Background: an optimization exercise with open tools, aiming at small area, a short achievable clock period and few clock cycles. Do not read the settings as production practice.
At most, simulation tests tie the RTL to the original design; equivalence was not proved.
No functional check of the RTL was part of runs 3 to 5.
Power and IR drop assume default switching activity.

$ cat config.mk
export PLATFORM = sky130hd
export DESIGN_NAME = icache_ctrl
export DESIGN_NICKNAME = icache_ctrl
export VERILOG_FILES = /design/flow/design.v
export SDC_FILE = /design/flow/constraint.sdc
export NUM_CORES = 4
export LEC_CHECK = 0
export CAP_MARGIN = 20
export CORE_MARGIN = 2
export CORE_UTILIZATION = 40
export SETUP_SLACK_MARGIN = 2.5
export SLEW_MARGIN = 20
export SYNTH_HIERARCHICAL = 1
$ cat constraint.sdc
create_clock -name core_clock -period 6.0 [get_ports {clk}]
set_input_delay 1.2000 -clock core_clock [delete_from_list [all_inputs] [get_ports {clk}]]
set_output_delay 1.2000 -clock core_clock [all_outputs]
set_load 0.01 [all_outputs]
$ cat design.v
module icache_ctrl #(
  parameter int unsigned LINES       = 16,
  parameter int unsigned MEM_LATENCY = 1
) (
  input  logic         clk,
  input  logic         reset,
  input  logic         pc_valid,
  input  logic [31:0]  pc,
  input  logic         flush,
  output logic [31:0]  inst,
  output logic         inst_valid,
  output logic         stall,
  output logic [31:0]  mem_address,
  input  logic [127:0] mem_dataline,
  output logic [31:0]  hit_count,
  output logic [31:0]  miss_count
);
  localparam int unsigned IDX   = $clog2(LINES);
  localparam int unsigned TAG_W = 28 - IDX;
  logic [27:0]        buf_line_q;     
  logic               buf_ok_q;       
  logic               cont_q;         
  logic               first_q;        
  logic               idx_eq_q;       
  logic               tag_miss_q;     
  logic [IDX:0]       carry;          
  logic [6:0]         line_ne;
  logic               buf_hit;
  logic               hit_en;
  logic               stall_en;
  logic               stall_hit;
  logic               served;
  logic               idx_eq;
  logic               next_lo;
  logic               lo_en;
  logic               idx_ne;
  logic               req;
  logic               start;
  logic [31:0]        hit_count_q;
  logic [31:0]        miss_count_q;
  logic               miss_add_q;
  logic [32:0]        hit_carry;
  logic [32:0]        miss_carry;
  logic [31:0]        miss_sum;
  logic [LINES-1:0]   valid_q;
  logic [TAG_W-1:0]   tag_q [LINES];
  logic [IDX-1:0]     buf_idx;
  logic [TAG_W-1:0]   buf_tag;
  logic [TAG_W-1:0]   slot_tag;
  logic               slot_valid;
  logic               buf_present;
  logic               pc_present;
  logic               new_miss;
  logic               fill;
  logic               fill_q;         
  logic               fill_same_q;    
  logic [IDX-1:0]     fill_idx;       
  assign req     = pc_valid && !flush && !reset;
  assign start   = req && !cont_q;
  for (genvar g = 0; g < 7; g++) begin : g_line_ne
    icache_ctrl_ne4 u_ne (.a(pc[4+4*g +: 4]), .b(buf_line_q[4*g +: 4]), .ne(line_ne[g]));
  end
  assign hit_en  = buf_ok_q && pc_valid && !flush && !reset;
  assign stall_en = buf_ok_q && !flush;
  icache_ctrl_match u_match_iv (.ne(line_ne), .en(hit_en),   .match(inst_valid));
  icache_ctrl_match u_match_st (.ne(line_ne), .en(stall_en), .match(stall_hit));
  icache_ctrl_match u_match    (.ne(line_ne), .en(buf_ok_q), .match(buf_hit));
  assign stall      = pc_valid && !reset && !stall_hit;
  assign served     = req && buf_hit;         
  icache_ctrl_prefix #(IDX) u_carry (.a(buf_line_q[IDX-1:0]), .p(carry));
  icache_ctrl_ne4 u_idx_ne (.a(pc[3+IDX:4]), .b(buf_line_q[IDX-1:0]), .ne(idx_ne));
  assign idx_eq  = !idx_ne;
  assign lo_en   = buf_ok_q && pc[3] && pc[2] && !carry[IDX];
  icache_ctrl_nor2 u_next_lo (.a(idx_ne), .b(!lo_en), .y(next_lo));
  always_comb begin
    mem_address[3:0] = 4'b0000;
    for (int i = 0; i < IDX; i++)
      mem_address[4+i] = pc[4+i] ^ (next_lo && carry[i]);
    mem_address[31:4+IDX] = pc[31:4+IDX];
  end
  assign buf_idx     = buf_line_q[IDX-1:0];
  assign buf_tag     = buf_line_q[27:IDX];
  assign slot_tag    = tag_q[buf_idx];
  assign slot_valid  = valid_q[buf_idx];
  assign buf_present = fill_same_q || (slot_valid && (slot_tag == buf_tag));
  assign pc_present  = fill_same_q ? !(|line_ne[6:1])
                                   : (slot_valid && (slot_tag == pc[31:4+IDX]));
  assign new_miss = (start && buf_hit && !buf_present) ||
                    (first_q && (idx_eq_q ? tag_miss_q : !buf_present));
  assign fill = served && !buf_present;
  assign fill_idx = fill_same_q ? buf_idx : buf_idx - IDX'(1);
  icache_ctrl_prefix #(32) u_hit_carry  (.a(hit_count_q),  .p(hit_carry));
  icache_ctrl_prefix #(32) u_miss_carry (.a(miss_count_q), .p(miss_carry));
  assign miss_sum = miss_count_q ^ ({32{miss_add_q && !miss_carry[32]}} & miss_carry[31:0]);
  assign hit_count  = hit_count_q;
  assign miss_count = miss_sum;
  always_comb begin
    case (pc[3:2])
      2'd0:    inst = mem_dataline[127:96];
      2'd1:    inst = mem_dataline[95:64];
      2'd2:    inst = mem_dataline[63:32];
      default: inst = mem_dataline[31:0];
    endcase
  end
  always_ff @(posedge clk or posedge reset) begin
    if (reset) begin
      buf_ok_q     <= 1'b0;
      cont_q       <= 1'b0;
      first_q      <= 1'b0;
      hit_count_q  <= 32'h0;
      miss_count_q <= 32'h0;
      miss_add_q   <= 1'b0;
      valid_q      <= '0;
      fill_q       <= 1'b0;
      fill_same_q  <= 1'b0;
    end else begin
      buf_ok_q <= !flush;
      cont_q   <= req && !buf_hit;
      first_q  <= start && !buf_hit;
      hit_count_q  <= hit_count_q ^ ({32{served && !hit_carry[32]}} & hit_carry[31:0]);
      miss_add_q   <= new_miss;
      miss_count_q <= miss_sum;
      fill_q <= fill;
      fill_same_q <= fill && !(pc[3] && pc[2] && !carry[IDX]);
      if (flush)
        valid_q <= '0;
      else if (fill_q)
        valid_q[fill_idx] <= 1'b1;
    end
  end
  always_ff @(posedge clk) begin
    buf_line_q <= mem_address[31:4];
    idx_eq_q   <= idx_eq;
    tag_miss_q <= !pc_present;
    if (fill_q)
      tag_q[fill_idx] <= buf_tag;
  end
endmodule
module icache_ctrl_prefix #(
  parameter int unsigned N = 28
) (
  input  logic [N-1:0] a,
  output logic [N:0]   p
);
  localparam int unsigned G = (N + 3) / 4;
  logic [G-1:0] grp;        
  logic [G:0]   below;      
  for (genvar k = 0; k < G; k++) begin : g_grp
    localparam int unsigned W = (4*k + 4 <= N) ? 4 : N - 4*k;
    icache_ctrl_and #(W) u_g (.a(a[4*k +: W]), .y(grp[k]));
  end
  for (genvar k = 0; k <= G; k++) begin : g_below
    if (k == 0) begin : g_none
      assign below[k] = 1'b1;
    end else if (k == 1) begin : g_one
      assign below[k] = grp[0];
    end else if (k <= 4) begin : g_low
      icache_ctrl_and #(k) u_b (.a(grp[k-1:0]), .y(below[k]));
    end else begin : g_high
      logic high;
      if (k == 5) begin : g_h1
        assign high = grp[4];
      end else begin : g_hn
        icache_ctrl_and #(k-4) u_h (.a(grp[k-1:4]), .y(high));
      end
      icache_ctrl_and #(2) u_b (.a({below[4], high}), .y(below[k]));
    end
  end
  for (genvar i = 0; i <= N; i++) begin : g_p
    if (i % 4 == 0) begin : g_whole
      assign p[i] = below[i/4];
    end else if (i < 4) begin : g_first
      icache_ctrl_and #(i) u_p (.a(a[i-1:0]), .y(p[i]));
    end else begin : g_part
      icache_ctrl_and #(i % 4 + 1) u_p (.a({below[i/4], a[i-1:i-i%4]}), .y(p[i]));
    end
  end
endmodule
module icache_ctrl_and #(
  parameter int unsigned N = 2
) (
  input  logic [N-1:0] a,
  output logic         y
);
  assign y = &a;
endmodule
module icache_ctrl_ne4 (
  input  logic [3:0] a,
  input  logic [3:0] b,
  output logic       ne
);
  assign ne = (a != b);
endmodule
module icache_ctrl_match (
  input  logic [6:0] ne,
  input  logic       en,
  output logic       match
);
  logic [3:0] none;
  icache_ctrl_nor2 u_n0 (.a(ne[0]), .b(ne[1]), .y(none[0]));
  icache_ctrl_nor2 u_n1 (.a(ne[2]), .b(ne[3]), .y(none[1]));
  icache_ctrl_nor2 u_n2 (.a(ne[4]), .b(ne[5]), .y(none[2]));
  icache_ctrl_nor2 u_n3 (.a(ne[6]), .b(!en),   .y(none[3]));
  icache_ctrl_and4 u_a  (.a(none), .y(match));
endmodule
module icache_ctrl_nor2 (
  input  logic a,
  input  logic b,
  output logic y
);
  assign y = !(a || b);
endmodule
module icache_ctrl_and4 (
  input  logic [3:0] a,
  output logic       y
);
  assign y = &a;
endmodule
$ cat flow/run.sh
#!/bin/bash
# Own layout flow: the standard synthesis unchanged, then the standard ORFS
# layout with sizing not tied to cell footprints, minimum-size port buffers,
# and a clock tree of smaller buffers without dummy loads.
set -euo pipefail
cd "$(dirname "$0")/.."
bash standard.sh synth > synth.log 2>&1
bash standard.sh \
  MATCH_CELL_FOOTPRINT=0 \
  "BUFFER_PORTS_ARGS=-buffer_cell sky130_fd_sc_hd__buf_1" \
  "CTS_ARGS=-sink_clustering_enable -repair_clock_nets -dont_use_dummy_load -buf_list sky130_fd_sc_hd__clkbuf_16 -sink_clustering_size 26 -sink_clustering_max_diameter 90" \
  finish > layout.log 2>&1
$ cat standard.sh
#!/bin/bash
# synth_recipe.tcl (not shown) runs the flow's synth.tcl, then flattens the netlist and writes it again
# the make line also repeats each setting of config.mk as NAME=value (left out here)
make -C /OpenROAD-flow-scripts/flow DESIGN_CONFIG=/design/flow/config.mk WORK_HOME=/design/flow/orfs CLKGATE_MAP_FILE= SYNTH_SCRIPT=/design/flow/synth_recipe.tcl "${@:-finish}"
==> results of run 1 <==
-- registers in the layout (all words and copies together) (netlist names) --
| register | cells |
|---|---|
| buf_line_q | 28 |
| buf_ok_q | 1 |
| cont_q | 1 |
| fill_q | 1 |
| fill_same_q | 1 |
| first_q | 1 |
| hit_count_q | 32 |
| idx_eq_q | 1 |
| miss_add_q | 1 |
| miss_count_q | 32 |
| tag_miss_q | 1 |
| tag_q | 384 |
| valid_q | 16 |
-- cell families (layout without fill, tap and decap cells) --
logic type      Yosys count  in the layout  synth area share (%)
compound gates           67             67                  2.02
flops                   500            500                  64.9
xor+xnor                163            163                  6.49
other cells               4              7                0.0682
simple gates            314            316                  7.62
mux                     204            204                  15.8
buf+inv                 104            474                  2.76
fa+ha+maj                 5              5                 0.284
-- per-module statistics from Yosys (local to each module, per instance), excerpt --
module,times used,cells
icache_ctrl,1,1205
icache_ctrl_ne4,8,5
icache_ctrl_and4,3,1
icache_ctrl_match,3,1
icache_ctrl_nor2,13,1
-- cells in the final DEF, fill, tap and decap left out, drive strengths merged, types with 38 or more instances in the layout --
cell type,count
buf,411
edfxtp,384
xnor2,134
mux4,114
nand2,92
dfrtp,86
mux2i,85
nor2,66
clkbuf,50
and4,38
-- power breakdown --
group / switching [mW] / internal (mW) / leakage (nW)
logic: 0.399 / 0.379 / 4.63
registers: 0.0609 / 3.75 / 4.89
clock network: 1.05 / 0.744 / 0.308
-- layout make-up --
class | count | area [µm²]
clock buffers | 25 | 626
fillers | 4552 | 27400
well taps | 696 | 871
multi-input cells | 762 | 8070
inverters | 13 | 52.6
repair buffers | 436 | 2770
flip-flops and latches | 500 | 14300
-- per-stage QoR --
stage	hold WS, ns	worst slack [ns]
2_1_floorplan	0.409	1.72
3_3_place_gp	0.420	1.82
6_report	0.432	2.46
4_1_cts	0.435	2.49
5_1_grt	0.448	2.40
3_5_place_dp	0.426	1.79
-- final timing paths --
check                            startpoint  depth (start not counted)  slack (ns)                to
setup / recovery           miss_count_q[21]                          8        2.46    miss_count[10]
min in group asynchronous             reset                          4        0.76        miss_add_q
setup reg to reg              buf_line_q[1]                         10        2.55       fill_same_q
hold / removal                       cont_q                          1        0.43           first_q
hold reg to reg                      cont_q                          1        0.43           first_q
max in group asynchronous             reset                          5        4.14  miss_count_q[29]
-- synthesized netlist by cell type (all sizes together), types with 2 or more instances --
master,n,area [µm²]
a211oi,3,22.5
a21oi,24,120
a22o,2,17.5
a22oi,14,105
a31oi,3,18.8
and2,32,200
and3,26,163
and4,38,333
buf,69,472
clkbuf,22,87.6
conb,4,15.0
dfrtp,86,2150
dfxtp,30,601
edfxtp,384,11500
ha,5,62.6
inv,12,45.0
mux2,5,56.3
mux2i,85,851
mux4,114,2570
nand2,92,345
nand2b,3,18.8
nand3,11,55.1
nand4,11,68.8
nor2,65,246
nor2b,6,37.5
nor3,9,45.0
nor3b,3,22.5
nor4,8,50.1
nor4b,2,23.8
o2111ai,2,17.5
o21ai,9,45.0
or3,2,12.5
or4,3,23.8
xnor2,134,1170
xor2,29,254
-- repair_timing --
item	in CTS	in global routing
cloned	6	3
endpoints found under the setup margin	297	74
buffers inserted	66	44
gates resized for setup	217	139
pin swaps	22	38
endpoints found under the hold margin	0	0
-- metal layers --
metal | up-vias | GRT usage, % | wire length (µm)
li1 | 5888 | - | -
met1 | 6973 | 26.6 | 24800
met2 | 461 | 36.0 | 30700
met3 | 84 | 2.58 | 3130
met4 | 0 | 4.77 | 1500
met5 | - | 0 | 0
==> impl_metrics.prom, run 1 <==
# TYPE chip_impl_metric gauge
chip_impl_metric{name="coreArea",unit="µm²"} 54100
chip_impl_metric{name="detailedPlacementHpwl",unit="µm"} 36100
chip_impl_metric{name="post_layout_nonfiller_instances",unit=""} 2432
chip_impl_metric{name="layout-drive-gt1-share",unit="%"} 30.2
chip_impl_metric{name="die_h",unit="µm"} 239
chip_impl_metric{name="ctsHtreeMaxLevel",unit=""} 1
chip_impl_metric{name="drc",unit=""} 0
chip_impl_metric{name="p_total",unit="mW"} 6.38
chip_impl_metric{name="vdd_drop_max",unit="mV"} 0.321
chip_impl_metric{name="worst_clock_skew",unit="ns"} 0.0541
chip_impl_metric{name="clock_path_buffers",unit=""} 3
chip_impl_info{name="tritoncts",value="built"} 1
chip_impl_metric{name="floorplan.initialDensity",unit="%"} 40.6
chip_impl_info{name="hold_class",value="reg -> reg"} 1
chip_impl_info{name="critPathKind",value="reg -> out"} 1
chip_impl_info{name="startpoint_type",value="register"} 1
chip_impl_metric{name="ys_ff_latch",unit=""} 500
chip_impl_metric{name="synth-seq-area-share",unit="%"} 64.9
chip_impl_metric{name="insertedDiodeCount",unit=""} 0
chip_impl_metric{name="die_width",unit="µm"} 239
chip_impl_metric{name="critical_path.max_stage_delay",unit="ns"} 0.46
chip_impl_metric{name="power-per-cell-area",unit="nW/µm²"} 239
chip_impl_metric{name="dr_total_vias",unit=""} 13400
chip_impl_info{name="crit_path_top_delay_cell",value="sky130_fd_sc_hd__dfrtp_1"} 1
chip_impl_metric{name="vias_in_the_first_global_route",unit=""} 13300
chip_impl_metric{name="critPathRequiredTime",unit="ns"} 4.80
chip_impl_metric{name="yosysUniqueCellTypes",unit=""} 60
chip_impl_metric{name="critical_path.n_buffers_inverters",unit=""} 2
chip_impl_metric{name="placedInstanceArea",unit="µm²"} 23900
chip_impl_metric{name="p_leak",unit="nW"} 9.83
chip_impl_metric{name="drtPass1Iterations",unit=""} 5
chip_impl_metric{name="cts.reportedPaths.clkPinSlew",unit="ns"} 0.07
chip_impl_metric{name="detailed_route_iter0_violations",unit=""} 1036
chip_impl_metric{name="drt.antenna.violating_nets",unit=""} 0
chip_impl_info{name="grt_setup_unrepaired",value="yes"} 1
chip_impl_metric{name="clock_sink_count",unit=""} 500
chip_impl_metric{name="maxCapViolations",unit=""} 0
chip_impl_metric{name="globalplace.congestion",unit=""} 0.806
chip_impl_metric{name="synth.yosys.warnings",unit=""} 7
chip_impl_info{name="worstSetupEndpointType",value="output port"} 1
chip_impl_metric{name="die_ar",unit="µm²"} 56900
chip_impl_metric{name="fin_crit_sh",unit="%"} 59.0
chip_impl_metric{name="globalRouteTotalUtil",unit="%"} 20.3
chip_impl_metric{name="overflow",unit=""} 0
chip_impl_metric{name="arrival",unit="ns"} 2.34
chip_impl_metric{name="worst-path-max-fanout",unit=""} 4
chip_impl_metric{name="final.min_clock_period",unit="ns"} 3.54
chip_impl_metric{name="io_pins",unit=""} 294
chip_impl_metric{name="initial_antenna_violation_count",unit=""} 0
chip_impl_metric{name="numCtsBuffers",unit=""} 25
chip_impl_metric{name="placedCellCount",unit=""} 2288
chip_impl_metric{name="synth-edff-count",unit=""} 384
chip_impl_metric{name="cts-hold-fix-buffers",unit=""} 0
chip_impl_metric{name="timing_worst_slew_pin_value",unit="ns"} 1.13
chip_impl_info{name="cp_cell_sequence",value="and4_4 -> and4_1 -> and2_4 -> nor2b_4 -> buf_6 -> nand2_4 -> xnor2_2 -> buf_2"} 1
chip_impl_metric{name="routed_wirelength",unit="µm"} 60200
chip_impl_metric{name="grt_first_pass_wirelength",unit="µm"} 85400
chip_impl_info{name="status",value="finished clean"} 1
chip_impl_metric{name="netlist_instances",unit=""} 1361
chip_impl_info{name="worst_path_dominant_cell_family",value="simple AND/OR/NAND/NOR gates"} 1
chip_impl_metric{name="place.port_buffers",unit=""} 287
chip_impl_metric{name="detail_route.wl_per_cell",unit="µm"} 24.7
chip_impl_metric{name="final_net_count",unit=""} 1907
chip_impl_info{name="clockRootBuffer",value="sky130_fd_sc_hd__clkbuf_16"} 1
chip_impl_metric{name="report.final.hold_viol_count",unit=""} 0
chip_impl_metric{name="clock_insertion_delay_worst_skew",unit="ns"} 0.60
chip_impl_metric{name="area_delta_synth_final",unit="%"} 21.4
chip_impl_metric{name="syn_area",unit="µm²"} 22000
chip_impl_metric{name="average_via_count_per_standard_cell",unit=""} 5.51
chip_impl_metric{name="slew_viol_final",unit=""} 0
chip_impl_metric{name="timing.max_slew.rel_slack",unit="%"} 24.3
chip_impl_metric{name="maxClockFrequency",unit="GHz"} 0.283
chip_impl_metric{name="finalSetupTns",unit="ns"} 0
chip_impl_info{name="synth_ff_type",value="sky130_fd_sc_hd__edfxtp_1"} 1
chip_impl_metric{name="fin_area",unit="µm²"} 26700
chip_impl_metric{name="synthArstFlopShare",unit="%"} 17.2
chip_impl_metric{name="avgSynthCellArea",unit="µm²"} 16.2
chip_impl_metric{name="grt_start_max_net_pins",unit=""} 62
chip_impl_metric{name="core.rowCount",unit=""} 85
chip_impl_metric{name="setup_viol",unit=""} 0
chip_impl_metric{name="final_core_utilization",unit="%"} 49.3
Testbench counts, summed over its fixed seeds: cycles 37,210.
==> inputs of run 2 (changes only) <==
--- a/config.mk
+++ b/config.mk
@@ -8,6 +8,6 @@
 export CAP_MARGIN = 20
 export CORE_MARGIN = 2
 export CORE_UTILIZATION = 40
-export SETUP_SLACK_MARGIN = 2.5
+export SETUP_SLACK_MARGIN = 2.3
 export SLEW_MARGIN = 20
 export SYNTH_HIERARCHICAL = 1
==> run 2 against run 1 <==
  * Die area stayed put
  * Combinational power is 19% lower
  * Fmax is 3.2% lower
  * Core utilization is 2.6 points lower
  * Largest power group unchanged
  * Flip-flop and latch count stayed put
  * Global-route usage hardly changed
==> impl_metrics.prom, run 2 <==
# TYPE chip_impl_metric gauge
chip_impl_metric{name="numCtsBuffers",unit=""} 26
chip_impl_metric{name="place.port_buffers",unit=""} 287
chip_impl_metric{name="drc",unit=""} 0
chip_impl_metric{name="drtPass1Iterations",unit=""} 5
chip_impl_metric{name="synthArstFlopShare",unit="%"} 17.2
chip_impl_metric{name="drt.antenna.violating_nets",unit=""} 0
chip_impl_info{name="netlist_top_cells_count",value="sky130_fd_sc_hd__edfxtp_1 (384), sky130_fd_sc_hd__xnor2_1 (134), sky130_fd_sc_hd__mux4_2 (112), sky130_fd_sc_hd__nand2_1 (92), sky130_fd_sc_hd__dfrtp_1 (86)"} 1
chip_impl_metric{name="detail_route.wl_per_cell",unit="µm"} 25.0
chip_impl_metric{name="post-place-ws",unit="ns"} 1.76
chip_impl_metric{name="yosys-mux-area-fraction",unit="%"} 15.8
chip_impl_metric{name="die_ar",unit="µm²"} 56900
chip_impl_info{name="worstSetupEndpointType",value="output port"} 1
chip_impl_metric{name="routed_wirelength",unit="µm"} 58900
chip_impl_metric{name="p_leak",unit="nW"} 8.80
chip_impl_info{name="layout.cells.most_common",value="sky130_fd_sc_hd__edfxtp_1"} 1
chip_impl_info{name="crit_path_top_delay_cell",value="sky130_fd_sc_hd__nand4_1"} 1
chip_impl_metric{name="synthDominantCellAreaShare",unit="%"} 52.4
chip_impl_info{name="critical_path.reg2reg.endpoint",value="fill_same_q"} 1
chip_impl_info{name="synth_ff_type",value="sky130_fd_sc_hd__edfxtp_1"} 1
chip_impl_metric{name="min_delay_path_depth",unit=""} 1
chip_impl_metric{name="die_width",unit="µm"} 239
chip_impl_metric{name="synth_simple_gate_area_share",unit="%"} 7.62
chip_impl_metric{name="maxCapViolations",unit=""} 0
chip_impl_metric{name="worst-path-max-fanout",unit=""} 4
chip_impl_metric{name="timing.max_slew.rel_slack",unit="%"} 39.0
chip_impl_metric{name="synth-edff-count",unit=""} 384
chip_impl_metric{name="die_h",unit="µm"} 239
chip_impl_metric{name="vdd_drop_max",unit="mV"} 0.244
chip_impl_metric{name="avgSynthCellArea",unit="µm²"} 16.2
chip_impl_metric{name="average_via_count_per_standard_cell",unit=""} 5.49
chip_impl_info{name="hold_path_end",value="first_q"} 1
chip_impl_metric{name="post_synth_fa_ha_maj_area_fraction",unit="%"} 0.284
chip_impl_metric{name="critPathRequiredTime",unit="ns"} 4.80
chip_impl_metric{name="p_total",unit="mW"} 6.29
chip_impl_metric{name="power-per-cell-area",unit="nW/µm²"} 249
chip_impl_metric{name="ctsHtreeMaxLevel",unit=""} 1
chip_impl_info{name="yosysTopAreaCell",value="sky130_fd_sc_hd__edfxtp_1"} 1
chip_impl_info{name="worst_r2r_startpoint",value="buf_line_q[1]"} 1
chip_impl_info{name="leading_cell_types_in_the_layout_fill_and_taps_excluded",value="sky130_fd_sc_hd__edfxtp_1 (384), sky130_fd_sc_hd__buf_1 (244), sky130_fd_sc_hd__xnor2_1 (114)"} 1
chip_impl_metric{name="largest_reg_flops",unit=""} 384
chip_impl_metric{name="synth-seq-area-share",unit="%"} 64.9
chip_impl_metric{name="clock_insertion_delay_worst_skew",unit="ns"} 0.62
chip_impl_metric{name="setup_ws",unit="ns"} 2.35
chip_impl_metric{name="layout-drive-gt1-share",unit="%"} 20.5
chip_impl_metric{name="detailed_route_iter0_violations",unit=""} 1114
chip_impl_info{name="clockRootBuffer",value="sky130_fd_sc_hd__clkbuf_16"} 1
chip_impl_metric{name="fillerInstances",unit=""} 4678
chip_impl_info{name="worst_path_dominant_cell_family",value="simple AND/OR/NAND/NOR gates"} 1
chip_impl_metric{name="globalRouteTotalUtil",unit="%"} 20.3
chip_impl_metric{name="globalplace.congestion",unit=""} 0.794
chip_impl_metric{name="critical_path.n_buffers_inverters",unit=""} 2
chip_impl_metric{name="vias_in_the_first_global_route",unit=""} 12900
chip_impl_metric{name="setup_viol",unit=""} 0
chip_impl_metric{name="netlist_instances",unit=""} 1361
chip_impl_metric{name="synth_area_in_compound_gates",unit="%"} 2.02
chip_impl_metric{name="area_delta_synth_final",unit="%"} 15.0
chip_impl_info{name="tritoncts",value="built"} 1
chip_impl_info{name="hold_class",value="reg -> reg"} 1
chip_impl_metric{name="ys_ff_latch",unit=""} 500
chip_impl_metric{name="synth.yosys.warnings",unit=""} 7
chip_impl_info{name="cp_cell_sequence",value="clkbuf_2 -> xnor2_2 -> nand4_1 -> nor2_1 -> and4_1 -> nor2_1 -> buf_1"} 1
chip_impl_metric{name="maxClockFrequency",unit="GHz"} 0.274
chip_impl_metric{name="yosysUniqueCellTypes",unit=""} 60
chip_impl_metric{name="grt_start_max_net_pins",unit=""} 50
chip_impl_info{name="registers.top_by_ff_count",value="tag_q"} 1
chip_impl_metric{name="core.rowCount",unit=""} 85
chip_impl_metric{name="detailedPlacementHpwl",unit="µm"} 37100
chip_impl_metric{name="post_layout_nonfiller_instances",unit=""} 2357
chip_impl_metric{name="io_pins",unit=""} 294
chip_impl_info{name="post_synth_main_area_contributors",value="sky130_fd_sc_hd__edfxtp_1 (52%), sky130_fd_sc_hd__mux4_2 (11%), sky130_fd_sc_hd__dfrtp_1 (9.8%), sky130_fd_sc_hd__xnor2_1 (5.3%), sky130_fd_sc_hd__mux2i_1 (3.9%)"} 1
chip_impl_metric{name="fin_crit_sh",unit="%"} 60.9
chip_impl_metric{name="cts-hold-fix-buffers",unit=""} 0
chip_impl_metric{name="floorplan.initialDensity",unit="%"} 40.6
chip_impl_metric{name="critical_path.max_stage_delay",unit="ns"} 0.24
chip_impl_metric{name="dr_total_vias",unit=""} 12900
chip_impl_metric{name="rrSetupSlack",unit="ns"} 2.40
chip_impl_metric{name="final_net_count",unit=""} 1828
chip_impl_metric{name="syn_area",unit="µm²"} 22000
chip_impl_metric{name="final_core_utilization",unit="%"} 46.7
chip_impl_info{name="grt_setup_unrepaired",value="no"} 1
chip_impl_metric{name="report.final.hold_viol_count",unit=""} 0
chip_impl_metric{name="final.min_clock_period",unit="ns"} 3.65
chip_impl_metric{name="hold-worst-slack",unit="ns"} 0.489
chip_impl_metric{name="slew_viol_final",unit=""} 0
chip_impl_metric{name="post_synth_xor_area_fraction",unit="%"} 6.49
chip_impl_metric{name="arrival",unit="ns"} 2.45
chip_impl_info{name="status",value="finished clean"} 1
chip_impl_metric{name="coreArea",unit="µm²"} 54100
chip_impl_info{name="largest_registers",value="tag_q: 384 flops, hit_count_q: 32 flops, miss_count_q: 32 flops"} 1
chip_impl_metric{name="worst_clock_skew",unit="ns"} 0.0799
chip_impl_metric{name="clock_path_buffers",unit=""} 3
chip_impl_metric{name="overflow",unit=""} 0
chip_impl_info{name="dominant_combinational_cell_family_by_area_after_synthesis",value="multiplexers"} 1
chip_impl_metric{name="timing_worst_slew_pin_value",unit="ns"} 0.913
chip_impl_info{name="yosys.cell_count.top_type",value="sky130_fd_sc_hd__edfxtp_1"} 1
chip_impl_metric{name="placedInstanceArea",unit="µm²"} 23800
chip_impl_metric{name="clock_sink_count",unit=""} 500
chip_impl_info{name="startpoint_type",value="input pin"} 1
chip_impl_metric{name="worst_r2r_path_depth",unit=""} 9
chip_impl_metric{name="placedCellCount",unit=""} 2288
chip_impl_metric{name="finalSetupTns",unit="ns"} 0
chip_impl_info{name="critPathKind",value="in -> out"} 1
chip_impl_metric{name="grt_first_pass_wirelength",unit="µm"} 84500
chip_impl_info{name="critical_path.most_common_cell",value="sky130_fd_sc_hd__nor2_1"} 1
chip_impl_metric{name="initial_antenna_violation_count",unit=""} 5
chip_impl_metric{name="worstSetupPathDepth",unit=""} 7
chip_impl_metric{name="fin_area",unit="µm²"} 25300
chip_impl_metric{name="cts.reportedPaths.clkPinSlew",unit="ns"} 0.08
chip_impl_info{name="holdCritStartpoint",value="cont_q"} 1
-- run 2: cell counts after synthesis --
Identical to the previous run, type by type.
-- run 2: worst max path at each step --
| stage | to | slack, ns | start |
|---|---|---|---|
| 2_1_floorplan | inst_valid | 1.72 | reset |
| 3_3_place_gp | mem_address[5] | 1.77 | pc[3] |
| 3_5_place_dp | mem_address[5] | 1.76 | pc[3] |
| 4_1_cts | miss_count[26] | 2.30 | miss_count_q[2] |
| 5_1_grt | stall | 2.30 | pc[18] |
| 6_report | stall | 2.35 | pc[12] |
-- run 2: metal layers --
layer / GRT usage (%) / vias to the layer above / share of wire, %
met3: 3.49 / 91 / 7.0
met1: 26.0 / 6597 / 39
met5: 0 / - / 0.022
li1: - / 5726 / -
met2: 35.3 / 523 / 50
met4: 6.25 / 2 / 3.3
-- run 2: power breakdown --
| part | switching [mW] | internal, mW |
|---|---|---|
| logic | 0.346 | 0.282 |
| clock network | 1.06 | 0.772 |
| registers | 0.0716 | 3.75 |
-- run 2: per-module statistics from Yosys (local to each module, per instance), excerpt --
| module | times used | cells | cell area (µm²) |
|---|---|---|---|
| icache_ctrl_match | 3 | 1 | 3.75 |
| icache_ctrl_and4 | 3 | 1 | 8.76 |
| icache_ctrl_ne4 | 8 | 5 | 41.3 |
| icache_ctrl | 1 | 1205 | 20900 |
| icache_ctrl_nor2 | 13 | 1 | 3.75 |
-- run 2: repair_timing --
item / in CTS / in global routing
buffers inserted: 22 / 13
resized for setup: 70 / 65
cloned: 3 / 0
hold endpoints to repair: 0 / 0
pin swaps: 3 / 9
endpoints found under the setup margin: 214 / 41
-- run 2: layout make-up --
type	instances	area (µm²)	area share, %
Inverter	13	52.6	0.208
Clock buffer	26	651	2.57
Antenna cell	4	10.0	0.0396
Tap cell	696	871	3.44
Multi-Input combinational cell	761	7490	29.6
Timing Repair Buffer	357	1890	7.46
Sequential cell	500	14300	56.6
-- run 2: logic make-up after synthesis --
| group | count (synthesis) |
|---|---|
| other | 4 |
| AND/OR/NAND/NOR | 314 |
| XOR/XNOR | 163 |
| AO/OA/AOI/OAI | 67 |
| adder cells (fa/ha/maj) | 5 |
| buffers and inverters | 104 |
| flip-flops | 500 |
| multiplexers | 204 |
-- run 2: worst reg2reg max path, cell delays in order (launching register included) --
cell	delay (ns)
sky130_fd_sc_hd__dfxtp_4	0.47
sky130_fd_sc_hd__buf_4	0.20
sky130_fd_sc_hd__mux4_2	0.51
sky130_fd_sc_hd__mux2i_1	0.25
sky130_fd_sc_hd__mux2i_1	0.18
sky130_fd_sc_hd__xor2_1	0.21
sky130_fd_sc_hd__or4_1	0.53
sky130_fd_sc_hd__or4b_1	0.58
sky130_fd_sc_hd__nor4b_2	0.41
sky130_fd_sc_hd__nor4_1	0.10
==> inputs of run 3 (changes only) <==
--- a/design.v
+++ b/design.v
@@ -48,6 +48,7 @@
   logic [TAG_W-1:0]   buf_tag;
   logic [TAG_W-1:0]   slot_tag;
   logic               slot_valid;
+  logic [LINES-1:0]   idx_oh;         
   logic               buf_present;
   logic               pc_present;
   logic               new_miss;
@@ -80,8 +81,17 @@
   end
   assign buf_idx     = buf_line_q[IDX-1:0];
   assign buf_tag     = buf_line_q[27:IDX];
-  assign slot_tag    = tag_q[buf_idx];
-  assign slot_valid  = valid_q[buf_idx];
+  for (genvar j = 0; j < LINES; j++) begin : g_idx_oh
+    assign idx_oh[j] = (buf_idx == IDX'(j));
+  end
+  for (genvar b = 0; b < TAG_W; b++) begin : g_slot
+    logic [LINES-1:0] col;
+    for (genvar j = 0; j < LINES; j++) begin : g_col
+      assign col[j] = tag_q[j][b];
+    end
+    icache_ctrl_sel16 u_sel (.sel(idx_oh), .d(col), .y(slot_tag[b]));
+  end
+  icache_ctrl_sel16 u_sel_valid (.sel(idx_oh), .d(valid_q), .y(slot_valid));
   assign buf_present = fill_same_q || (slot_valid && (slot_tag == buf_tag));
   assign pc_present  = fill_same_q ? !(|line_ne[6:1])
                                    : (slot_valid && (slot_tag == pc[31:4+IDX]));
@@ -216,3 +226,10 @@
 );
   assign y = &a;
 endmodule
+module icache_ctrl_sel16 (
+  input  logic [15:0] sel,
+  input  logic [15:0] d,
+  output logic        y
+);
+  assign y = |(sel & d);
+endmodule
--- a/config.mk
+++ b/config.mk
@@ -8,6 +8,6 @@
 export CAP_MARGIN = 20
 export CORE_MARGIN = 2
 export CORE_UTILIZATION = 40
-export SETUP_SLACK_MARGIN = 2.3
+export SETUP_SLACK_MARGIN = 2.1
 export SLEW_MARGIN = 20
 export SYNTH_HIERARCHICAL = 1
==> run 3 against run 2 <==
  * Still clean on timing, DRC and antenna
  * First-iteration DRC count rose by 4.5%
  * Via count up 0.41%
  * Register-to-register slack got worse by 0.26 ns
  * Clock skew shrank 0.019 ns
  * Flip-flop and latch count did not move
  * Sequential power about the same
  * Clock power fell by 5%
  * Largest cell class unchanged
  * Largest power group unchanged
==> impl_metrics.prom, run 3 <==
# TYPE chip_impl_metric gauge
chip_impl_info{name="tritoncts",value="built"} 1
chip_impl_metric{name="placedInstanceArea",unit="µm²"} 23100
chip_impl_metric{name="finalSetupTns",unit="ns"} 0
chip_impl_metric{name="globalplace.congestion",unit=""} 0.856
chip_impl_metric{name="synth_simple_gate_area_share",unit="%"} 8.05
chip_impl_metric{name="ys_ff_latch",unit=""} 500
chip_impl_metric{name="clock_insertion_delay_worst_skew",unit="ns"} 0.60
chip_impl_metric{name="critical_path.n_buffers_inverters",unit=""} 2
chip_impl_metric{name="critPathRequiredTime",unit="ns"} 6.37
chip_impl_info{name="status",value="finished clean"} 1
chip_impl_metric{name="report.final.hold_viol_count",unit=""} 0
chip_impl_info{name="worst_path_dominant_cell_family",value="simple AND/OR/NAND/NOR gates"} 1
chip_impl_metric{name="synth-seq-area-share",unit="%"} 67.1
chip_impl_info{name="registers.top_by_ff_count",value="tag_q"} 1
chip_impl_metric{name="detail_route.wl_per_cell",unit="µm"} 25.6
chip_impl_info{name="layout.cells.most_common",value="sky130_fd_sc_hd__edfxtp_1"} 1
chip_impl_metric{name="fin_area",unit="µm²"} 24100
chip_impl_info{name="netlist_top_cells_count",value="sky130_fd_sc_hd__edfxtp_1 (384), sky130_fd_sc_hd__xnor2_1 (134), sky130_fd_sc_hd__a221oi_2 (100), sky130_fd_sc_hd__a22o_1 (100), sky130_fd_sc_hd__dfrtp_1 (86)"} 1
chip_impl_metric{name="critical_path.max_stage_delay",unit="ns"} 0.56
chip_impl_metric{name="die_width",unit="µm"} 235
chip_impl_info{name="crit_path_top_delay_cell",value="sky130_fd_sc_hd__dfxtp_2"} 1
chip_impl_info{name="synth_ff_type",value="sky130_fd_sc_hd__edfxtp_1"} 1
chip_impl_metric{name="post_synth_xor_area_fraction",unit="%"} 6.52
chip_impl_info{name="yosys.cell_count.top_type",value="sky130_fd_sc_hd__edfxtp_1"} 1
chip_impl_info{name="dominant_combinational_cell_family_by_area_after_synthesis",value="compound AO/OA/AOI/OAI gates"} 1
chip_impl_metric{name="setup_viol",unit=""} 0
chip_impl_metric{name="p_leak",unit="nW"} 7.99
chip_impl_metric{name="synthDominantCellAreaShare",unit="%"} 54.2
chip_impl_info{name="startpoint_type",value="register"} 1
chip_impl_metric{name="grt_first_pass_wirelength",unit="µm"} 85600
chip_impl_metric{name="clock_path_buffers",unit=""} 3
chip_impl_metric{name="floorplan.initialDensity",unit="%"} 40.5
chip_impl_metric{name="clock_sink_count",unit=""} 500
chip_impl_metric{name="cts.reportedPaths.clkPinSlew",unit="ns"} 0.10
chip_impl_metric{name="average_via_count_per_standard_cell",unit=""} 5.67
chip_impl_info{name="cp_cell_sequence",value="nor2b_1 -> and2_4 -> buf_4 -> buf_4 -> a221oi_2 -> nand4_1 -> xor2_1 -> nor4_1 -> nand4b_1 -> nor4_1 -> a31oi_1"} 1
chip_impl_metric{name="placedCellCount",unit=""} 2249
chip_impl_metric{name="coreArea",unit="µm²"} 52600
chip_impl_metric{name="fin_crit_sh",unit="%"} 64.4
chip_impl_metric{name="power-per-cell-area",unit="nW/µm²"} 253
chip_impl_metric{name="worst-path-max-fanout",unit=""} 18
chip_impl_info{name="clockRootBuffer",value="sky130_fd_sc_hd__clkbuf_16"} 1
chip_impl_info{name="post_synth_main_area_contributors",value="sky130_fd_sc_hd__edfxtp_1 (54%), sky130_fd_sc_hd__dfrtp_1 (10%), sky130_fd_sc_hd__a221oi_2 (7.1%), sky130_fd_sc_hd__xnor2_1 (5.5%), sky130_fd_sc_hd__a22o_1 (4.1%)"} 1
chip_impl_metric{name="arrival",unit="ns"} 4.24
chip_impl_info{name="grt_setup_unrepaired",value="no"} 1
chip_impl_metric{name="ctsHtreeMaxLevel",unit=""} 1
chip_impl_metric{name="fillerInstances",unit=""} 4662
chip_impl_metric{name="worst_clock_skew",unit="ns"} 0.0611
chip_impl_metric{name="detailed_route_iter0_violations",unit=""} 1164
chip_impl_metric{name="area_delta_synth_final",unit="%"} 13.4
chip_impl_info{name="largest_registers",value="tag_q: 384 flops, hit_count_q: 32 flops, miss_count_q: 32 flops"} 1
chip_impl_metric{name="rrSetupSlack",unit="ns"} 2.14
chip_impl_metric{name="layout-drive-gt1-share",unit="%"} 15.9
chip_impl_metric{name="largest_reg_flops",unit=""} 384
chip_impl_metric{name="globalRouteTotalUtil",unit="%"} 20.8
chip_impl_metric{name="dr_total_vias",unit=""} 13000
chip_impl_metric{name="timing_worst_slew_pin_value",unit="ns"} 1.15
chip_impl_metric{name="register_area",unit="µm²"} 14300
chip_impl_info{name="hold_class",value="reg -> reg"} 1
chip_impl_metric{name="vias_in_the_first_global_route",unit=""} 12800
chip_impl_metric{name="setup_ws",unit="ns"} 2.14
chip_impl_metric{name="timing.max_slew.rel_slack",unit="%"} 23.1
chip_impl_info{name="leading_cell_types_in_the_layout_fill_and_taps_excluded",value="sky130_fd_sc_hd__edfxtp_1 (384), sky130_fd_sc_hd__buf_1 (278), sky130_fd_sc_hd__xnor2_1 (130)"} 1
chip_impl_metric{name="place.port_buffers",unit=""} 287
chip_impl_metric{name="drc",unit=""} 0
chip_impl_metric{name="avgSynthCellArea",unit="µm²"} 16.3
chip_impl_metric{name="drt.antenna.violating_nets",unit=""} 0
chip_impl_metric{name="maxClockFrequency",unit="GHz"} 0.259
chip_impl_info{name="worstSetupEndpointType",value="register"} 1
chip_impl_metric{name="post_synth_fa_ha_maj_area_fraction",unit="%"} 0.471
chip_impl_metric{name="synthArstFlopShare",unit="%"} 17.2
chip_impl_metric{name="synth.yosys.warnings",unit=""} 7
chip_impl_metric{name="die_ar",unit="µm²"} 55000
chip_impl_info{name="yosysTopAreaCell",value="sky130_fd_sc_hd__edfxtp_1"} 1
chip_impl_metric{name="detailedPlacementHpwl",unit="µm"} 36700
chip_impl_metric{name="vdd_drop_max",unit="mV"} 0.215
chip_impl_metric{name="synth_area_in_compound_gates",unit="%"} 12.3
chip_impl_metric{name="netlist_instances",unit=""} 1309
chip_impl_metric{name="multi_input_area",unit="µm²"} 6810
chip_impl_metric{name="maxCapViolations",unit=""} 0
chip_impl_metric{name="syn_area",unit="µm²"} 21300
chip_impl_metric{name="initial_antenna_violation_count",unit=""} 4
chip_impl_metric{name="drtPass1Iterations",unit=""} 5
chip_impl_metric{name="final_net_count",unit=""} 1774
chip_impl_metric{name="core.rowCount",unit=""} 84
chip_impl_metric{name="yosysUniqueCellTypes",unit=""} 48
chip_impl_info{name="critPathKind",value="reg -> reg"} 1
chip_impl_metric{name="synth-edff-count",unit=""} 384
chip_impl_metric{name="yosys-mux-area-fraction",unit="%"} 3.39
chip_impl_metric{name="routed_wirelength",unit="µm"} 58600
chip_impl_metric{name="numCtsBuffers",unit=""} 24
chip_impl_metric{name="post-place-ws",unit="ns"} 1.72
chip_impl_metric{name="cts-hold-fix-buffers",unit=""} 0
chip_impl_metric{name="overflow",unit=""} 0
chip_impl_metric{name="slew_viol_final",unit=""} 0
chip_impl_metric{name="io_pins",unit=""} 294
chip_impl_metric{name="final.min_clock_period",unit="ns"} 3.86
chip_impl_metric{name="post_layout_nonfiller_instances",unit=""} 2292
chip_impl_metric{name="die_h",unit="µm"} 235
chip_impl_metric{name="grt_start_max_net_pins",unit=""} 65
[run 3: cell types whose count changed after synthesis, moves of 13 or more]
cell	before	now
sky130_fd_sc_hd__a221oi_2	1	100
sky130_fd_sc_hd__a22o_1	2	100
sky130_fd_sc_hd__mux2i_1	85	0
sky130_fd_sc_hd__mux4_2	112	32
sky130_fd_sc_hd__nand4_1	11	40
sky130_fd_sc_hd__a21oi_1	24	4
sky130_fd_sc_hd__nand2_1	92	78
sky130_fd_sc_hd__a22oi_1	14	1
sky130_fd_sc_hd__and2_1	32	45
sky130_fd_sc_hd__nor2_1	64	51
[run 3: what timing repair did]
item / CTS / global route
pin swaps: 2 / 2
gates cloned: 1 / 0
endpoints found under the hold margin: 0 / 0
endpoints found under the setup margin: 52 / 41
resized for setup: 17 / 18
buffers inserted: 5 / 3
[run 3: final timing paths]
check / startpoint / end / depth (start not counted)
setup / recovery: buf_line_q[2] / tag_miss_q / 11
hold / removal: cont_q / first_q / 1
setup reg to reg: buf_line_q[2] / tag_miss_q / 11
hold reg to reg: cont_q / first_q / 1
max in group asynchronous: reset / miss_count_q[24] / 3
min in group asynchronous: reset / miss_add_q / 2
[run 3: layout make-up]
type                    instances  area share [%]
well taps                     688            3.57
diodes                          4          0.0415
multi-input cells             743            28.2
flip-flops and latches        500            59.2
clock buffers                  24            2.49
repair buffers                322            6.24
inverters                      11           0.176
[run 3: routing by layer]
layer  wire length (µm)  track usage, %  vias to the layer above
li1                   -               -                     5764
met1              24500            27.7                     6684
met2              29400            36.0                      491
met3               3570            2.76                       53
met4               1220            5.04                        0
met5                  0               0                        -
[run 3: cells by family after synthesis]
logic type | count (synthesis)
AOI/OAI and AO/OA | 230
xor gates and xnor gates | 155
adders and majority gates | 8
buffers and inverters | 70
DFF | 500
muxes | 32
other | 4
and+or+nand+nor | 310
[run 3: metrics by stage]
stage                     total power [mW]  util (%)  hold slack [ns]
after floorplan                       4.21         -            0.410
after global placement                4.41      44.0            0.427
after detailed placement              4.42      44.0            0.433
after CTS                             6.13      45.4            0.447
after global routing                  6.30      45.9            0.454
final                                 6.10      45.9            0.452
[run 3: report_power, final]
part | switching, mW | total, mW | internal [mW]
Combinational | 0.315 | 0.537 | 0.222
Sequential | 0.0651 | 3.82 | 3.75
Clock | 1.03 | 1.75 | 0.717
Total | 1.41 | 6.10 | 4.69
[run 3: worst register-to-register path, cell delays in order, from the launching register on]
cell and delay (ns):
sky130_fd_sc_hd__dfxtp_2 0.56, sky130_fd_sc_hd__nor2b_1 0.47, sky130_fd_sc_hd__and2_4 0.48, sky130_fd_sc_hd__buf_4 0.37, sky130_fd_sc_hd__buf_4 0.24, sky130_fd_sc_hd__a221oi_2 0.09
sky130_fd_sc_hd__nand4_1 0.19, sky130_fd_sc_hd__xor2_1 0.12, sky130_fd_sc_hd__nor4_1 0.50, sky130_fd_sc_hd__nand4b_1 0.15, sky130_fd_sc_hd__nor4_1 0.35, sky130_fd_sc_hd__a31oi_1 0.17
[run 3: modules after synthesis (local to each module, per instance), a selection]
module | area [µm²] | cells inside | flops+latches | copies in the design
icache_ctrl_sel16 | 101 | 9 | 0 | 25
icache_ctrl_ne4 | 41.3 | 5 | 0 | 8
icache_ctrl_nor2 | 3.75 | 1 | 0 | 13
icache_ctrl_match | 3.75 | 1 | 0 | 3
icache_ctrl_and4 | 8.76 | 1 | 0 | 3
icache_ctrl | 17600 | 928 | 500 | 1
==> inputs of run 4 (changes only) <==
--- a/config.mk
+++ b/config.mk
@@ -8,6 +8,6 @@
 export CAP_MARGIN = 20
 export CORE_MARGIN = 2
 export CORE_UTILIZATION = 40
-export SETUP_SLACK_MARGIN = 2.1
+export SETUP_SLACK_MARGIN = 2.3
 export SLEW_MARGIN = 20
 export SYNTH_HIERARCHICAL = 1
==> run 4 against run 3 <==
  * Core utilization rose by 0.61 points
  * Hold slack lost 0.018 ns
  * Critical path type is now in -> out
  * Routed wire length increased by 2.7%
  * Still clean on timing, DRC and antenna
  * Fmax grew 3.8%
  * Synthesized cell count unchanged
  * Flip-flop and latch count did not move
==> impl_metrics.prom, run 4 <==
# TYPE chip_impl_metric gauge
chip_impl_info{name="status",value="finished clean"} 1
chip_impl_metric{name="globalplace.congestion",unit=""} 1.08
chip_impl_metric{name="detailed_route_iter0_violations",unit=""} 1228
chip_impl_metric{name="die_width",unit="µm"} 235
chip_impl_metric{name="die_ar",unit="µm²"} 55000
chip_impl_metric{name="worst-path-max-fanout",unit=""} 4
chip_impl_metric{name="layout-drive-gt1-share",unit="%"} 21.9
chip_impl_metric{name="vias_in_the_first_global_route",unit=""} 12600
chip_impl_metric{name="syn_area",unit="µm²"} 21300
chip_impl_metric{name="timing_worst_slew_pin_value",unit="ns"} 1.17
chip_impl_metric{name="yosysUniqueCellTypes",unit=""} 48
chip_impl_metric{name="floorplan.initialDensity",unit="%"} 40.5
chip_impl_metric{name="globalRouteTotalUtil",unit="%"} 21.1
chip_impl_metric{name="cts.reportedPaths.clkPinSlew",unit="ns"} 0.07
chip_impl_metric{name="worst_r2r_path_depth",unit=""} 12
chip_impl_metric{name="arrival",unit="ns"} 2.52
chip_impl_metric{name="drt.antenna.violating_nets",unit=""} 0
chip_impl_metric{name="clock_insertion_delay_worst_skew",unit="ns"} 0.60
chip_impl_metric{name="comb_power_share",unit="%"} 9.6
chip_impl_metric{name="grt_use_met1",unit="%"} 30.1
chip_impl_metric{name="power_switching",unit="mW"} 1.46
chip_impl_info{name="cp_cell_sequence",value="buf_2 -> xnor2_2 -> nand4_1 -> buf_4 -> nor2_1 -> and4_4 -> nor3b_2 -> buf_2"} 1
chip_impl_metric{name="fillerInstances",unit=""} 4602
chip_impl_metric{name="netSwitchingFraction",unit="%"} 23.6
chip_impl_info{name="yosysTopAreaCell",value="sky130_fd_sc_hd__edfxtp_1"} 1
chip_impl_metric{name="power.sequential.fraction",unit="%"} 61.9
chip_impl_info{name="leading_cell_types_in_the_layout_fill_and_taps_excluded",value="sky130_fd_sc_hd__edfxtp_1 (384), sky130_fd_sc_hd__buf_1 (235), sky130_fd_sc_hd__xnor2_1 (103)"} 1
chip_impl_metric{name="area_delta_synth_final",unit="%"} 14.9
chip_impl_metric{name="largest_reg_flops",unit=""} 384
chip_impl_info{name="synth_ff_type",value="sky130_fd_sc_hd__edfxtp_1"} 1
chip_impl_metric{name="synthDominantCellAreaShare",unit="%"} 54.2
chip_impl_metric{name="multi_input_area",unit="µm²"} 7040
chip_impl_info{name="crit_path_top_delay_cell",value="sky130_fd_sc_hd__and4_4"} 1
chip_impl_metric{name="io_pins",unit=""} 294
chip_impl_metric{name="coreArea",unit="µm²"} 52600
chip_impl_info{name="layout.cells.most_common",value="sky130_fd_sc_hd__edfxtp_1"} 1
chip_impl_metric{name="detail_route.wl_per_cell",unit="µm"} 26.2
chip_impl_metric{name="synth.yosys.warnings",unit=""} 7
chip_impl_info{name="critPathKind",value="in -> out"} 1
chip_impl_info{name="registers.top_by_ff_count",value="tag_q"} 1
chip_impl_metric{name="drtPass1Iterations",unit=""} 5
chip_impl_metric{name="synth-seq-area-share",unit="%"} 67.1
chip_impl_metric{name="detailedPlacementHpwl",unit="µm"} 38500
chip_impl_metric{name="final.min_clock_period",unit="ns"} 3.72
chip_impl_metric{name="netlist_instances",unit=""} 1309
chip_impl_info{name="post_synth_main_area_contributors",value="sky130_fd_sc_hd__edfxtp_1 (54%), sky130_fd_sc_hd__dfrtp_1 (10%), sky130_fd_sc_hd__a221oi_2 (7.1%), sky130_fd_sc_hd__xnor2_1 (5.5%), sky130_fd_sc_hd__a22o_1 (4.1%)"} 1
chip_impl_metric{name="maxCapViolations",unit=""} 0
chip_impl_metric{name="grt_start_max_net_pins",unit=""} 71
chip_impl_metric{name="numCtsBuffers",unit=""} 24
chip_impl_metric{name="power-per-cell-area",unit="nW/µm²"} 253
chip_impl_metric{name="overflow",unit=""} 0
chip_impl_metric{name="die_h",unit="µm"} 235
chip_impl_metric{name="ys_ff_latch",unit=""} 500
chip_impl_info{name="largest_registers",value="tag_q: 384 flops, hit_count_q: 32 flops, miss_count_q: 32 flops"} 1
chip_impl_metric{name="place.port_buffers",unit=""} 287
chip_impl_metric{name="clock_sink_count",unit=""} 500
chip_impl_info{name="tritoncts",value="built"} 1
chip_impl_metric{name="report.final.hold_viol_count",unit=""} 0
chip_impl_metric{name="critPathRequiredTime",unit="ns"} 4.80
chip_impl_info{name="critical_path.most_common_cell",value="sky130_fd_sc_hd__buf_2"} 1
chip_impl_metric{name="synthArstFlopShare",unit="%"} 17.2
chip_impl_metric{name="grt_first_pass_wirelength",unit="µm"} 86400
chip_impl_metric{name="met2_usage",unit="%"} 32.9
chip_impl_metric{name="avgSynthCellArea",unit="µm²"} 16.3
chip_impl_metric{name="vdd_drop_max",unit="mV"} 0.222
chip_impl_metric{name="slew_viol_final",unit=""} 0
chip_impl_info{name="netlist_top_cells_count",value="sky130_fd_sc_hd__edfxtp_1 (384), sky130_fd_sc_hd__xnor2_1 (134), sky130_fd_sc_hd__a221oi_2 (100), sky130_fd_sc_hd__a22o_1 (100), sky130_fd_sc_hd__dfrtp_1 (86)"} 1
chip_impl_metric{name="share_clk_of_total_power",unit="%"} 28.5
chip_impl_metric{name="met3_usage",unit="%"} 4.57
chip_impl_metric{name="clock_path_buffers",unit=""} 3
chip_impl_info{name="grt_most_used_layer",value="met2"} 1
chip_impl_metric{name="cellInternalPower",unit="mW"} 4.72
chip_impl_metric{name="routed_wirelength",unit="µm"} 60200
chip_impl_metric{name="fin_crit_sh",unit="%"} 62.0
chip_impl_metric{name="drc",unit=""} 0
chip_impl_metric{name="placedInstanceArea",unit="µm²"} 23100
chip_impl_metric{name="maxClockFrequency",unit="GHz"} 0.269
chip_impl_metric{name="critical_path.n_buffers_inverters",unit=""} 3
chip_impl_metric{name="setup_viol",unit=""} 0
chip_impl_metric{name="synth-edff-count",unit=""} 384
chip_impl_metric{name="ctsHtreeMaxLevel",unit=""} 1
chip_impl_metric{name="initial_antenna_violation_count",unit=""} 8
chip_impl_info{name="startpoint_type",value="input pin"} 1
chip_impl_info{name="worstSetupEndpointType",value="output port"} 1
chip_impl_metric{name="finalSetupTns",unit="ns"} 0
chip_impl_metric{name="final_net_count",unit=""} 1780
chip_impl_info{name="hold_class",value="reg -> reg"} 1
chip_impl_info{name="clockRootBuffer",value="sky130_fd_sc_hd__clkbuf_16"} 1
chip_impl_info{name="grt_setup_unrepaired",value="yes"} 1
chip_impl_metric{name="critical_path.max_stage_delay",unit="ns"} 0.28
chip_impl_metric{name="dr_total_vias",unit=""} 13200
chip_impl_metric{name="fin_area",unit="µm²"} 24400
chip_impl_info{name="worst_path_dominant_cell_family",value="simple AND/OR/NAND/NOR gates"} 1
chip_impl_metric{name="timing.max_slew.rel_slack",unit="%"} 22.1
chip_impl_metric{name="average_via_count_per_standard_cell",unit=""} 5.73
chip_impl_metric{name="worst_clock_skew",unit="ns"} 0.0644
chip_impl_metric{name="p_leak",unit="nW"} 8.37
chip_impl_metric{name="register_area",unit="µm²"} 14300
chip_impl_info{name="yosys.cell_count.top_type",value="sky130_fd_sc_hd__edfxtp_1"} 1
chip_impl_metric{name="worstSetupPathDepth",unit=""} 8
chip_impl_metric{name="min_delay_path_depth",unit=""} 1
chip_impl_metric{name="core.rowCount",unit=""} 84
[run 4: metal layers]
layer	routed length (µm)	part of all wire [%]
met5	66	0.11
met2	28200	47
met4	1240	2.1
met3	4370	7.3
met1	26300	44
[run 4: layout make-up]
type | instances | share of cell area, %
Tap cell | 688 | 3.52
Inverter | 11 | 0.174
Clock buffer | 24 | 2.46
Sequential cell | 500 | 58.6
Multi-Input combinational cell | 742 | 28.8
Timing Repair Buffer | 329 | 6.44
Antenna cell | 3 | 0.0307
[run 4: Yosys stat by module, one instance, submodules excluded, excerpt]
module             cells inside  area (µm²)
icache_ctrl                 928       17600
icache_ctrl_sel16             9         101
icache_ctrl_ne4               5        41.3
icache_ctrl_and4              1        8.76
icache_ctrl_match             1        3.75
icache_ctrl_nor2              1        3.75
[run 4: power by group through the flow]
stage | Combinational (mW) | Clock [mW] | Sequential, mW
2_1_floorplan | 0.345 | 0 | 3.87
3_3_place_gp | 0.531 | 0 | 3.89
3_5_place_dp | 0.536 | 0 | 3.89
4_1_cts | 0.575 | 1.80 | 3.82
5_1_grt | 0.627 | 1.91 | 3.83
6_report | 0.592 | 1.76 | 3.83
[run 4: worst reg2reg max path: stages, from the launching register on]
cell	delay [ns]
sky130_fd_sc_hd__dfxtp_4	0.47
sky130_fd_sc_hd__inv_1	0.10
sky130_fd_sc_hd__ha_1	0.32
sky130_fd_sc_hd__and2_4	0.30
sky130_fd_sc_hd__buf_4	0.25
sky130_fd_sc_hd__a22o_1	0.26
sky130_fd_sc_hd__a221oi_2	0.19
sky130_fd_sc_hd__nand4_1	0.29
sky130_fd_sc_hd__xnor2_2	0.30
sky130_fd_sc_hd__nand4_1	0.21
sky130_fd_sc_hd__nor4_4	0.42
sky130_fd_sc_hd__a21o_1	0.21
sky130_fd_sc_hd__o211ai_1	0.11
[run 4: path summary, 6_finish.rpt]
path / from / to / slack [ns]
min in group asynchronous: reset / miss_count_q[24] / 0.70
setup reg to reg: buf_line_q[0] / miss_add_q / 2.38
hold reg to reg: cont_q / first_q / 0.43
hold / removal: cont_q / first_q / 0.43
setup / recovery: pc[16] / stall / 2.28
max in group asynchronous: reset / miss_count_q[0] / 4.03
[run 4: what timing repair did]
action / CTS / global route
pin swaps: 7 / 11
cloned: 1 / 0
resized for setup: 100 / 65
hold buffers: 0 / 0
setup buffers: 8 / 10
endpoints found under the setup margin: 158 / 44
[run 4: logic make-up after synthesis]
| group | Yosys count | synth area share, % |
|---|---|---|
| flops | 500 | 67.1 |
| simple gates | 310 | 8.05 |
| compound gates | 230 | 12.3 |
| xor+xnor | 155 | 6.52 |
| buf+inv | 70 | 2.02 |
| mux | 32 | 3.39 |
| fa+ha+maj | 8 | 0.471 |
| other cells | 4 | 0.0706 |
[run 4: per-stage QoR]
stage               std cells  worst slack (ns)  util (%)  power [mW]  hold WS, ns
floorplan                1312              2.33         -        4.21        0.410
global placement         2249              1.47      44.0        4.42        0.426
detailed placement       2249              1.46      44.0        4.43        0.430
CTS                      2282              2.30      45.9        6.19        0.440
global route             2297              2.25      46.5        6.37        0.462
finish                   2297              2.28      46.5        6.18        0.434
==> inputs of run 5 (changes only) <==
--- a/config.mk
+++ b/config.mk
@@ -8,6 +8,6 @@
 export CAP_MARGIN = 20
 export CORE_MARGIN = 2
 export CORE_UTILIZATION = 40
-export SETUP_SLACK_MARGIN = 2.3
+export SETUP_SLACK_MARGIN = 2.5
 export SLEW_MARGIN = 20
 export SYNTH_HIERARCHICAL = 1
==> run 5 against run 4 <==
  * Still clean on timing, DRC and antenna
  * First-iteration DRC count down 2.5%
  * Routed wire length grew 2.2%
  * Non-clock buffer count grew 61
  * Register-to-register slack better by 0.14 ns
  * Flip-flop and latch count unchanged
  * Combinational power grew 18%
  * Critical path type unchanged
==> impl_metrics.prom, run 5 <==
# TYPE chip_impl_metric gauge
chip_impl_metric{name="area_delta_synth_final",unit="%"} 20.6
chip_impl_metric{name="largest_reg_flops",unit=""} 384
chip_impl_metric{name="power-per-cell-area",unit="nW/µm²"} 244
chip_impl_metric{name="ys_ff_latch",unit=""} 500
chip_impl_metric{name="maxCapViolations",unit=""} 0
chip_impl_metric{name="netlist_instances",unit=""} 1309
chip_impl_metric{name="detailedPlacementHpwl",unit="µm"} 38700
chip_impl_metric{name="setup_ws",unit="ns"} 2.45
chip_impl_metric{name="numCtsBuffers",unit=""} 24
chip_impl_info{name="registers.top_by_ff_count",value="tag_q"} 1
chip_impl_info{name="startpoint_type",value="input pin"} 1
chip_impl_info{name="layout.cells.most_common",value="sky130_fd_sc_hd__edfxtp_1"} 1
chip_impl_metric{name="timing_worst_slew_pin_value",unit="ns"} 1.14
chip_impl_metric{name="die_width",unit="µm"} 235
chip_impl_metric{name="cts.reportedPaths.clkPinSlew",unit="ns"} 0.09
chip_impl_metric{name="report.final.hold_viol_count",unit=""} 0
chip_impl_metric{name="layout-drive-gt1-share",unit="%"} 30.4
chip_impl_metric{name="initial_antenna_violation_count",unit=""} 7
chip_impl_metric{name="grt_start_max_net_pins",unit=""} 45
chip_impl_metric{name="worst_clock_skew",unit="ns"} 0.0975
chip_impl_info{name="leading_cell_types_in_the_layout_fill_and_taps_excluded",value="sky130_fd_sc_hd__edfxtp_1 (384), sky130_fd_sc_hd__buf_1 (218), sky130_fd_sc_hd__a22o_1 (100), sky130_fd_sc_hd__a221oi_2 (100), sky130_fd_sc_hd__buf_4 (94)"} 1
chip_impl_info{name="status",value="finished clean"} 1
chip_impl_metric{name="syn_area",unit="µm²"} 21300
chip_impl_metric{name="min_delay_path_depth",unit=""} 1
chip_impl_metric{name="cts-hold-fix-buffers",unit=""} 0
chip_impl_info{name="netlist_top_cells_count",value="sky130_fd_sc_hd__edfxtp_1 (384), sky130_fd_sc_hd__xnor2_1 (134), sky130_fd_sc_hd__a221oi_2 (100), sky130_fd_sc_hd__a22o_1 (100), sky130_fd_sc_hd__dfrtp_1 (86)"} 1
chip_impl_metric{name="die_h",unit="µm"} 235
chip_impl_metric{name="worst_r2r_path_depth",unit=""} 13
chip_impl_metric{name="grt_first_pass_wirelength",unit="µm"} 88700
chip_impl_info{name="critPathKind",value="in -> out"} 1
chip_impl_metric{name="hold-worst-slack",unit="ns"} 0.454
chip_impl_metric{name="post-place-ws",unit="ns"} 1.60
chip_impl_metric{name="clock_insertion_delay_worst_skew",unit="ns"} 0.61
chip_impl_metric{name="placedInstanceArea",unit="µm²"} 23200
[run 5: per-layer routing]
metal  global-route usage, %  vias to the layer above  share of wire (%)
met3                    3.00                       66                5.7
met5                       0                        -              0.021
li1                        -                     5900                  -
met4                    4.51                        2                2.0
met2                    35.5                      418                 49
met1                    30.8                     6922                 44
[run 5: worst paths after layout]
kind,start,endpoint,slack (ns)
max in group asynchronous,reset,miss_count_q[31],4.15
worst min-delay path,cont_q,first_q,0.45
worst max-delay path,pc[31],stall,2.45
worst max register to register,buf_line_q[1],miss_add_q,2.52
min in group asynchronous,reset,hit_count_q[14],0.71
worst min register to register,cont_q,first_q,0.45
[run 5: modules after synthesis (local to each module, per instance), excerpt]
| module | copies in the design | flops+latches | cell area, µm² | cells |
|---|---|---|---|---|
| icache_ctrl | 1 | 500 | 17600 | 928 |
| icache_ctrl_sel16 | 25 | 0 | 101 | 9 |
| icache_ctrl_ne4 | 8 | 0 | 41.3 | 5 |
| icache_ctrl_and4 | 3 | 0 | 8.76 | 1 |
| icache_ctrl_match | 3 | 0 | 3.75 | 1 |
| icache_ctrl_nor2 | 13 | 0 | 3.75 | 1 |
[run 5: stage by stage]
| stage | power [mW] | utilization [%] | cells |
|---|---|---|---|
| final | 6.27 | 48.8 | 2357 |
| after global placement | 4.41 | 44.1 | 2250 |
| after global routing | 6.47 | 48.8 | 2356 |
| after detailed placement | 4.42 | 44.1 | 2250 |
| after floorplan | 4.22 | - | 1312 |
| after CTS | 6.22 | 47.3 | 2321 |
[run 5: layout make-up]
type | instances | area [µm²]
fillers | 4460 | 26900
flip-flops and latches | 500 | 14300
multi-input cells | 743 | 7530
repair buffers | 390 | 2290
well taps | 688 | 861
clock buffers | 24 | 601
inverters | 11 | 45.0
diodes | 1 | 2.50
[run 5: what timing repair did]
| action | 4_1_cts | 5_1_grt |
|---|---|---|
| setup buffers | 43 | 34 |
| gates cloned | 4 | 0 |
| gates resized for setup | 269 | 137 |
| pin swaps | 34 | 67 |
| endpoints found under the setup margin | 78 | 44 |
[run 5: logic make-up after synthesis]
logic type / Yosys count / share of synthesized area (%)
xor gates and xnor gates: 155 / 6.52
buffers and inverters: 70 / 2.02
DFF: 500 / 67.1
adders and majority gates: 8 / 0.471
muxes: 32 / 3.39
other: 4 / 0.0706
AOI/OAI and AO/OA: 230 / 12.3
and+or+nand+nor: 310 / 8.05
[run 5: where the power goes]
group / switching [mW] / internal [mW] / total [mW]
clock network: 1.04 / 0.717 / 1.76
logic: 0.374 / 0.324 / 0.698
registers: 0.0620 / 3.75 / 3.81
total: 1.48 / 4.79 / 6.27
[run 5: worst max-delay path, stage by stage]
cell and delay [ns]:
sky130_fd_sc_hd__buf_4 0.15, sky130_fd_sc_hd__xnor2_2 0.14, sky130_fd_sc_hd__nand4_1 0.23, sky130_fd_sc_hd__nor2_1 0.17, sky130_fd_sc_hd__and4_1 0.23, sky130_fd_sc_hd__nor3b_2 0.06, sky130_fd_sc_hd__buf_4 0.16

afterwards: timing with drivers on the ports:
Ports are ideal in the flow. The routed layouts listed here were re-timed in OpenROAD. Step 1: set_driving_cell puts a clkbuf_16 on clk and a buf_2 on each other input, an assumption about the parent block. Step 2 moves the port delays by t, midway between the first and last clock arrival at a register: inputs arrive t later, outputs are due t later. That takes back most of the time a late clock gives input paths. Three values: ideal, step 1, step 2; two values: the first two.
| run | t, ns | slack for setup (ns) | worst setup path after step 2 |
|---|---|---|---|
| run 1 | 0.627 | 2.461 / 2.388 / 2.037 | input to register |
| run 2 | 0.623 | 2.346 / 2.260 / 2.260 | input to output |
| run 3 | 0.609 | 2.137 / 2.120 / 2.120 | input to output |
| run 4 | 0.625 | 2.278 / 2.257 / 2.257 | input to output |
| run 5 | 0.617 | 2.448 / 2.391 / 2.391 | input to output |
After both steps every run listed still meets setup and hold. The setup slack of run 1, which loses most, moves by -0.073 ns with the drivers and by -0.424 ns with both steps.
